This design comes from an exercise in tuning for small area, a short achievable clock period and few clock cycles on the open sky130 flow, not from production work. Function was checked by simulation only, so behaviour that the tests miss may differ from the original.

==> job 3240 <==
==> flow/design.v <==
package ctw_pkg;
	localparam int TIMER_COUNT = 16;
	localparam int TIME_BITS   = 32;
	localparam int EXP_BITS    = 16;   
	localparam int ID_W        = $clog2(TIMER_COUNT);
	typedef enum logic [1:0] {
		OP_SCHED = 2'd0,
		OP_STOP  = 2'd1,
		OP_TICK  = 2'd2,
		OP_NONE  = 2'd3
	} op_t;
	typedef enum logic [1:0] {
		KIND_SCHED      = 2'd0,
		KIND_STOP       = 2'd1,
		KIND_FIRED      = 2'd2,
		KIND_IDLE_TICK  = 2'd3
	} kind_t;
endpackage
module ctw_mem (
	input  logic                                              clk,
	input  logic                                              wr_en,
	input  logic [ctw_pkg::ID_W-1:0]                          wr_addr,
	input  logic [ctw_pkg::EXP_BITS-1:0]                      wr_data,
	output logic [ctw_pkg::TIMER_COUNT*ctw_pkg::EXP_BITS-1:0] rd_all
);
	logic [ctw_pkg::EXP_BITS-1:0] mem [0:ctw_pkg::TIMER_COUNT-1];
	for (genvar i = 0; i < ctw_pkg::TIMER_COUNT; i++) begin : g_ent
		always_ff @(posedge clk) begin
			if (wr_en && (wr_addr == ctw_pkg::ID_W'(i))) begin
				mem[i] <= wr_data;
			end
		end
		assign rd_all[i*ctw_pkg::EXP_BITS +: ctw_pkg::EXP_BITS] = mem[i];
	end
endmodule
module callout_timer_wheel (
	input  logic        clk,
	input  logic        arst_n,
	input  logic        s_axis_tvalid,
	output logic        s_axis_tready,
	input  logic [23:0] s_axis_tdata,   
	input  logic [1:0]  s_axis_tuser,   
	output logic        m_axis_tvalid,
	input  logic        m_axis_tready,
	output logic [39:0] m_axis_tdata,   
	output logic [1:0]  m_axis_tuser,   
	output logic        m_axis_tlast
);
	localparam int N = ctw_pkg::TIMER_COUNT;
	localparam int E = ctw_pkg::EXP_BITS;
	logic        c_valid_q;
	logic [1:0]  c_op_q;
	logic [3:0]  c_id_q;
	logic [15:0] c_dly_q;    
	logic        c1_valid_q;
	logic [1:0]  c1_op_q;
	logic [3:0]  c1_id_q;
	logic [15:0] c1_dly_q;
	logic        ready_q;
	logic [1:0]  in_op;
	logic [3:0]  in_id;
	logic [15:0] in_dly;
	logic [31:0]  time_q;
	logic [N-1:0] pending_q;
	logic [N-1:0] fire_q;      
	logic         busy_q;      
	logic [15:0]  due_t_q;     
	logic [N-1:0] older_q [N];   
	logic         out_valid_q;
	logic [1:0]   out_kind_q;
	logic [3:0]   out_id_q;
	logic         out_pend_q;
	logic [31:0]  out_time_q;
	logic         out_last_q;
	logic         out_free, exec, accept, is_none, wr_sched;
	logic         do_sched, do_stop, do_tick, emit;
	logic [N-1:0] id_dec;
	logic [N*E-1:0] exp_all;
	logic [31:0]  sum, tinc;
	logic [E-1:0] target;
	logic [N-1:0] due;
	logic [N-1:0] oldest, rest;
	logic         more;
	logic [3:0]   oid;
	logic [N-1:0] older [N];   
	assign is_none  = c_op_q == ctw_pkg::OP_NONE;
	assign out_free = !out_valid_q || m_axis_tready;
	assign exec     = c_valid_q && (is_none || (!busy_q && out_free));
	assign s_axis_tready = ready_q;
	assign accept   = s_axis_tvalid && s_axis_tready;
	assign do_sched = exec && (c_op_q == ctw_pkg::OP_SCHED);
	assign do_stop  = exec && (c_op_q == ctw_pkg::OP_STOP);
	assign do_tick  = exec && (c_op_q == ctw_pkg::OP_TICK);
	assign emit     = busy_q && out_free;
	assign wr_sched = c_valid_q && (c_op_q == ctw_pkg::OP_SCHED) && !busy_q;
	always_comb begin
		id_dec = '0;
		id_dec[c_id_q] = 1'b1;
	end
	assign sum  = time_q + {16'd0, c_dly_q};
	assign tinc = time_q + 32'd1;
	assign target = due_t_q;
	ctw_mem u_mem (
		.clk     (clk),
		.wr_en   (wr_sched),
		.wr_addr (c_id_q),
		.wr_data (sum[E-1:0]),
		.rd_all  (exp_all)
	);
	for (genvar i = 0; i < N; i++) begin : g_due
		assign due[i] = exp_all[i*E +: E] == target;
	end
	for (genvar i = 0; i < N; i++) begin : g_old_i
		for (genvar j = 0; j < N; j++) begin : g_old_j
			if (i < j) begin : g_lo
				always_ff @(posedge clk) begin
					if (wr_sched && (id_dec[i] || id_dec[j])) begin
						older_q[i][j] <= id_dec[j];
					end
				end
				assign older[i][j] = older_q[i][j];
			end else if (i > j) begin : g_hi
				assign older[i][j] = !older_q[j][i];
			end else begin : g_eq
				assign older[i][j] = 1'b0;
			end
		end
	end
	for (genvar i = 0; i < N; i++) begin : g_sel
		logic [N-1:0] beat;
		for (genvar j = 0; j < N; j++) begin : g_b
			assign beat[j] = fire_q[j] && older[j][i];
		end
		assign oldest[i] = fire_q[i] && !(|beat);
	end
	assign rest = fire_q & ~oldest;
	always_comb begin
		logic any;
		any  = 1'b0;
		more = 1'b0;
		for (int i = 0; i < N; i++) begin
			more = more | (any & fire_q[i]);
			any  = any | fire_q[i];
		end
	end
	always_comb begin
		oid = 4'd0;
		for (int i = 0; i < N; i++) begin
			if (oldest[i]) oid = oid | 4'(i);
		end
	end
	assign in_op  = s_axis_tuser;
	assign in_id  = s_axis_tdata[3:0];
	assign in_dly = {s_axis_tdata[19:5], s_axis_tdata[4] || (s_axis_tdata[19:5] == 15'd0)};
	always_ff @(posedge clk or negedge arst_n) begin
		if (!arst_n) begin
			c_valid_q  <= 1'b0;
			c1_valid_q <= 1'b0;
			ready_q    <= 1'b1;
		end else begin
			if (exec) begin
				c_valid_q  <= c1_valid_q || accept;
				c1_valid_q <= c1_valid_q && accept;
				ready_q    <= 1'b1;
			end else begin
				c_valid_q  <= c_valid_q || accept;
				c1_valid_q <= c1_valid_q || (c_valid_q && accept);
				ready_q    <= !(c1_valid_q || (c_valid_q && accept));
			end
		end
	end
	always_ff @(posedge clk) begin
		if (exec ? c1_valid_q : !c_valid_q) begin
			if (c1_valid_q) begin
				c_op_q  <= c1_op_q;
				c_id_q  <= c1_id_q;
				c_dly_q <= c1_dly_q;
			end else begin
				c_op_q  <= in_op;
				c_id_q  <= in_id;
				c_dly_q <= in_dly;
			end
		end else if (exec && accept) begin
			c_op_q  <= in_op;
			c_id_q  <= in_id;
			c_dly_q <= in_dly;
		end
		if (accept && c_valid_q && !(exec && !c1_valid_q)) begin
			c1_op_q  <= in_op;
			c1_id_q  <= in_id;
			c1_dly_q <= in_dly;
		end
	end
	always_ff @(posedge clk or negedge arst_n) begin
		if (!arst_n) begin
			time_q    <= '0;
			due_t_q   <= 16'd2;
			pending_q <= '0;
			fire_q    <= '0;
			busy_q    <= 1'b0;
		end else begin
			if (do_sched) begin
				pending_q[c_id_q] <= 1'b1;
				fire_q[c_id_q]    <= c_dly_q == 16'd1;
			end
			if (do_stop) begin
				pending_q[c_id_q] <= 1'b0;
				fire_q[c_id_q]    <= 1'b0;
			end
			if ((do_tick || emit) && !more) begin
				due_t_q <= due_t_q + 16'd1;
			end
			if (do_tick) begin
				time_q    <= tinc;
				pending_q <= pending_q & ~fire_q;
				if (more) begin
					busy_q <= 1'b1;
					fire_q <= rest;
				end else begin
					fire_q <= due & pending_q & ~fire_q;
				end
			end
			if (emit) begin
				if (more) begin
					fire_q <= rest;
				end else begin
					busy_q <= 1'b0;
					fire_q <= due & pending_q;
				end
			end
		end
	end
	always_ff @(posedge clk or negedge arst_n) begin
		if (!arst_n) begin
			out_valid_q <= 1'b0;
		end else if (do_sched || do_stop || do_tick || emit) begin
			out_valid_q <= 1'b1;
		end else if (m_axis_tready) begin
			out_valid_q <= 1'b0;
		end
	end
	always_ff @(posedge clk) begin
		if (do_sched || do_stop) begin
			out_kind_q <= do_sched ? ctw_pkg::KIND_SCHED : ctw_pkg::KIND_STOP;
			out_id_q   <= c_id_q;
			out_pend_q <= pending_q[c_id_q];
			out_time_q <= do_sched ? sum : 32'd0;
			out_last_q <= 1'b1;
		end
		if (do_tick || emit) begin
			out_kind_q <= (fire_q != '0) ? ctw_pkg::KIND_FIRED : ctw_pkg::KIND_IDLE_TICK;
			out_id_q   <= oid;
			out_pend_q <= 1'b0;
			out_last_q <= !more;
		end
		if (do_tick) begin
			out_time_q <= (fire_q != '0) ? tinc : 32'd0;
		end
	end
	assign m_axis_tvalid = out_valid_q;
	assign m_axis_tdata  = {3'b000, out_time_q, out_pend_q, out_id_q};
	assign m_axis_tuser  = out_kind_q;
	assign m_axis_tlast  = out_last_q;
endmodule
==> flow/run.sh <==
#!/bin/bash
# synth_recipe.tcl (not shown) runs the flow's synth.tcl, then flattens the netlist and writes it again
# the make line also repeats each setting of config.mk as NAME=value (left out here)
make -C /OpenROAD-flow-scripts/flow DESIGN_CONFIG=/design/flow/config.mk WORK_HOME=/design/flow/orfs CLKGATE_MAP_FILE= SYNTH_SCRIPT=/design/flow/synth_recipe.tcl finish
==> flow/config.mk <==
export PLATFORM = sky130hd
export DESIGN_NAME = callout_timer_wheel
export DESIGN_NICKNAME = callout_timer_wheel
export VERILOG_FILES = /design/flow/design.v
export SDC_FILE = /design/flow/constraint.sdc
export NUM_CORES = 4
export LEC_CHECK = 0
export ABC_AREA = 1
export CAP_MARGIN = 20
export CORE_MARGIN = 2
export CORE_UTILIZATION = 40
export SETUP_SLACK_MARGIN = 3.0
export SLEW_MARGIN = 20
==> flow/constraint.sdc <==
create_clock -name core_clock -period 5.0 [get_ports {clk}]
set_input_delay 1.0000 -clock core_clock [delete_from_list [all_inputs] [get_ports {clk}]]
set_output_delay 1.0000 -clock core_clock [all_outputs]
set_load 0.01 [all_outputs]
==> inputs of job 1579, as changes to job 3240 <==
--- a/flow/design.v
+++ b/flow/design.v
@@ -115,7 +115,5 @@
 			if (i < j) begin : g_lo
 				always_ff @(posedge clk) begin
-					if (wr_sched && (id_dec[i] || id_dec[j])) begin
-						older_q[i][j] <= id_dec[j];
-					end
+					older_q[i][j] <= (older_q[i][j] || (wr_sched && id_dec[j])) && !(wr_sched && id_dec[i]);
 				end
 				assign older[i][j] = older_q[i][j];
@@ -135,13 +133,23 @@
 	end
 	assign rest = fire_q & ~oldest;
-	always_comb begin
-		logic any;
-		any  = 1'b0;
-		more = 1'b0;
-		for (int i = 0; i < N; i++) begin
-			more = more | (any & fire_q[i]);
-			any  = any | fire_q[i];
-		end
-	end
+	logic [N-1:0] t_any1, t_two1;
+	logic [N/2-1:0] t_any2, t_two2;
+	logic [N/4-1:0] t_any3, t_two3;
+	logic [N/8-1:0] t_any4, t_two4;
+	assign t_any1 = fire_q;
+	assign t_two1 = '0;
+	for (genvar k = 0; k < N/2; k++) begin : g_m2
+		assign t_any2[k] = t_any1[2*k] | t_any1[2*k+1];
+		assign t_two2[k] = t_any1[2*k] & t_any1[2*k+1];
+	end
+	for (genvar k = 0; k < N/4; k++) begin : g_m3
+		assign t_any3[k] = t_any2[2*k] | t_any2[2*k+1];
+		assign t_two3[k] = t_two2[2*k] | t_two2[2*k+1] | (t_any2[2*k] & t_any2[2*k+1]);
+	end
+	for (genvar k = 0; k < N/8; k++) begin : g_m4
+		assign t_any4[k] = t_any3[2*k] | t_any3[2*k+1];
+		assign t_two4[k] = t_two3[2*k] | t_two3[2*k+1] | (t_any3[2*k] & t_any3[2*k+1]);
+	end
+	assign more = t_two4[0] | t_two4[1] | (t_any4[0] & t_any4[1]);
 	always_comb begin
 		oid = 4'd0;
--- a/flow/config.mk
+++ b/flow/config.mk
@@ -10,4 +10,6 @@
 export CORE_MARGIN = 2
 export CORE_UTILIZATION = 40
-export SETUP_SLACK_MARGIN = 3.0
+export CTS_CLUSTER_DIAMETER = 100
+export CTS_CLUSTER_SIZE = 24
+export SETUP_SLACK_MARGIN = 2.4
 export SLEW_MARGIN = 20
==> inputs of job 3303, as changes to job 3240 <==
--- a/flow/config.mk
+++ b/flow/config.mk
@@ -9,5 +9,5 @@
 export CAP_MARGIN = 20
 export CORE_MARGIN = 2
-export CORE_UTILIZATION = 40
-export SETUP_SLACK_MARGIN = 3.0
+export CORE_UTILIZATION = 60
+export SETUP_SLACK_MARGIN = 2.5
 export SLEW_MARGIN = 20
==> impl_metrics.ini <==
[grt]
track_usage = 0.274

[critical_path]
end_kind = flip-flop
cp_num_cells = 13

[logic_synthesis]
synthSimpleGateAreaFrac = 0.200

[run_status]
outcome = finished clean

[cells_and_area]
final_cell_mix = 552 x nand2_1, 459 x edfxtp_1, 204 x buf_4

[die]
die_width_um = 266

[power]
seqPwrFrac = 0.507

[clocking]
cts_setup_buffers = 251
The numbers above come from job 3240.

==> impl_metrics.ini <==
[run_status]
outcome = finished clean

[die]
die_width_um = 218

[critical_path]
cp_num_cells = 1
end_kind = output pin

[cells_and_area]
final_cell_mix = 624 x nand2_1, 459 x edfxtp_1, 287 x nor2_1

[grt]
track_usage = 0.377

[power]
seqPwrFrac = 0.540

[logic_synthesis]
synthSimpleGateAreaFrac = 0.200

[clocking]
cts_setup_buffers = 45
The numbers above come from job 3303.

==> impl_metrics.ini <==
[clocking]
cts_setup_buffers = 10
numCtsBuffers = 27

[cells_and_area]
final_cell_mix = 982 x nand2_1, 409 x inv_1, 339 x edfxtp_1

[die]
die_width_um = 269
initial_core_util = 0.402

[drt]
wl_met3_mm = 5.60
drt_iter0_drc = 2019

[flow_run]
maxCapViolations = 0

[grt]
track_usage = 0.241
first_global_vias = 21400

[sta]
clock_skew_ns = 0.0246

[power]
power_w = 0.00735
seqPwrFrac = 0.643
power_frac_clock = 0.351

[critical_path]
end_kind = flip-flop

[run_status]
outcome = finished clean

[logic_synthesis]
synthSimpleGateAreaFrac = 0.257
The numbers above come from job 1579.

Testbench counts of job 3240, summed over its fixed seeds: cycles 3,314.
Testbench counts of job 1579, summed over its fixed seeds: cycles 3,314.
Testbench counts of job 3303, summed over its fixed seeds: cycles 3,314.

## what the ideal ports hide
No port has a modelled driver above. Below, the same layouts with a new extraction and two added sets of constraints. Step 1 sets driving cells, clkbuf_16 on the clock port and buf_2 on the other inputs (assumed; they add their load-dependent delay and slew). Step 2 moves the port delays by t, midway between the first and last clock arrival at a register: inputs arrive t later, outputs are due t later. That takes back most of the time a late clock gives input paths. Slacks: ideal / step 1 / step 2; pairs: ideal / step 1.
run | shift t [ns] | setup WS [ns] | pins driven straight from the clock port
job 3240 | 0.697 | 2.563 / 2.563 / 2.167 | 1
job 1579 | 0.671 | 2.419 / 2.353 / 1.848 | 1
job 3303 | 0.690 | 2.520 / 2.462 / 1.938 | 1
After both steps every run listed still meets setup and hold. The setup slack of job 3303, which loses most, moves by -0.058 ns with the drivers and by -0.582 ns with both steps.
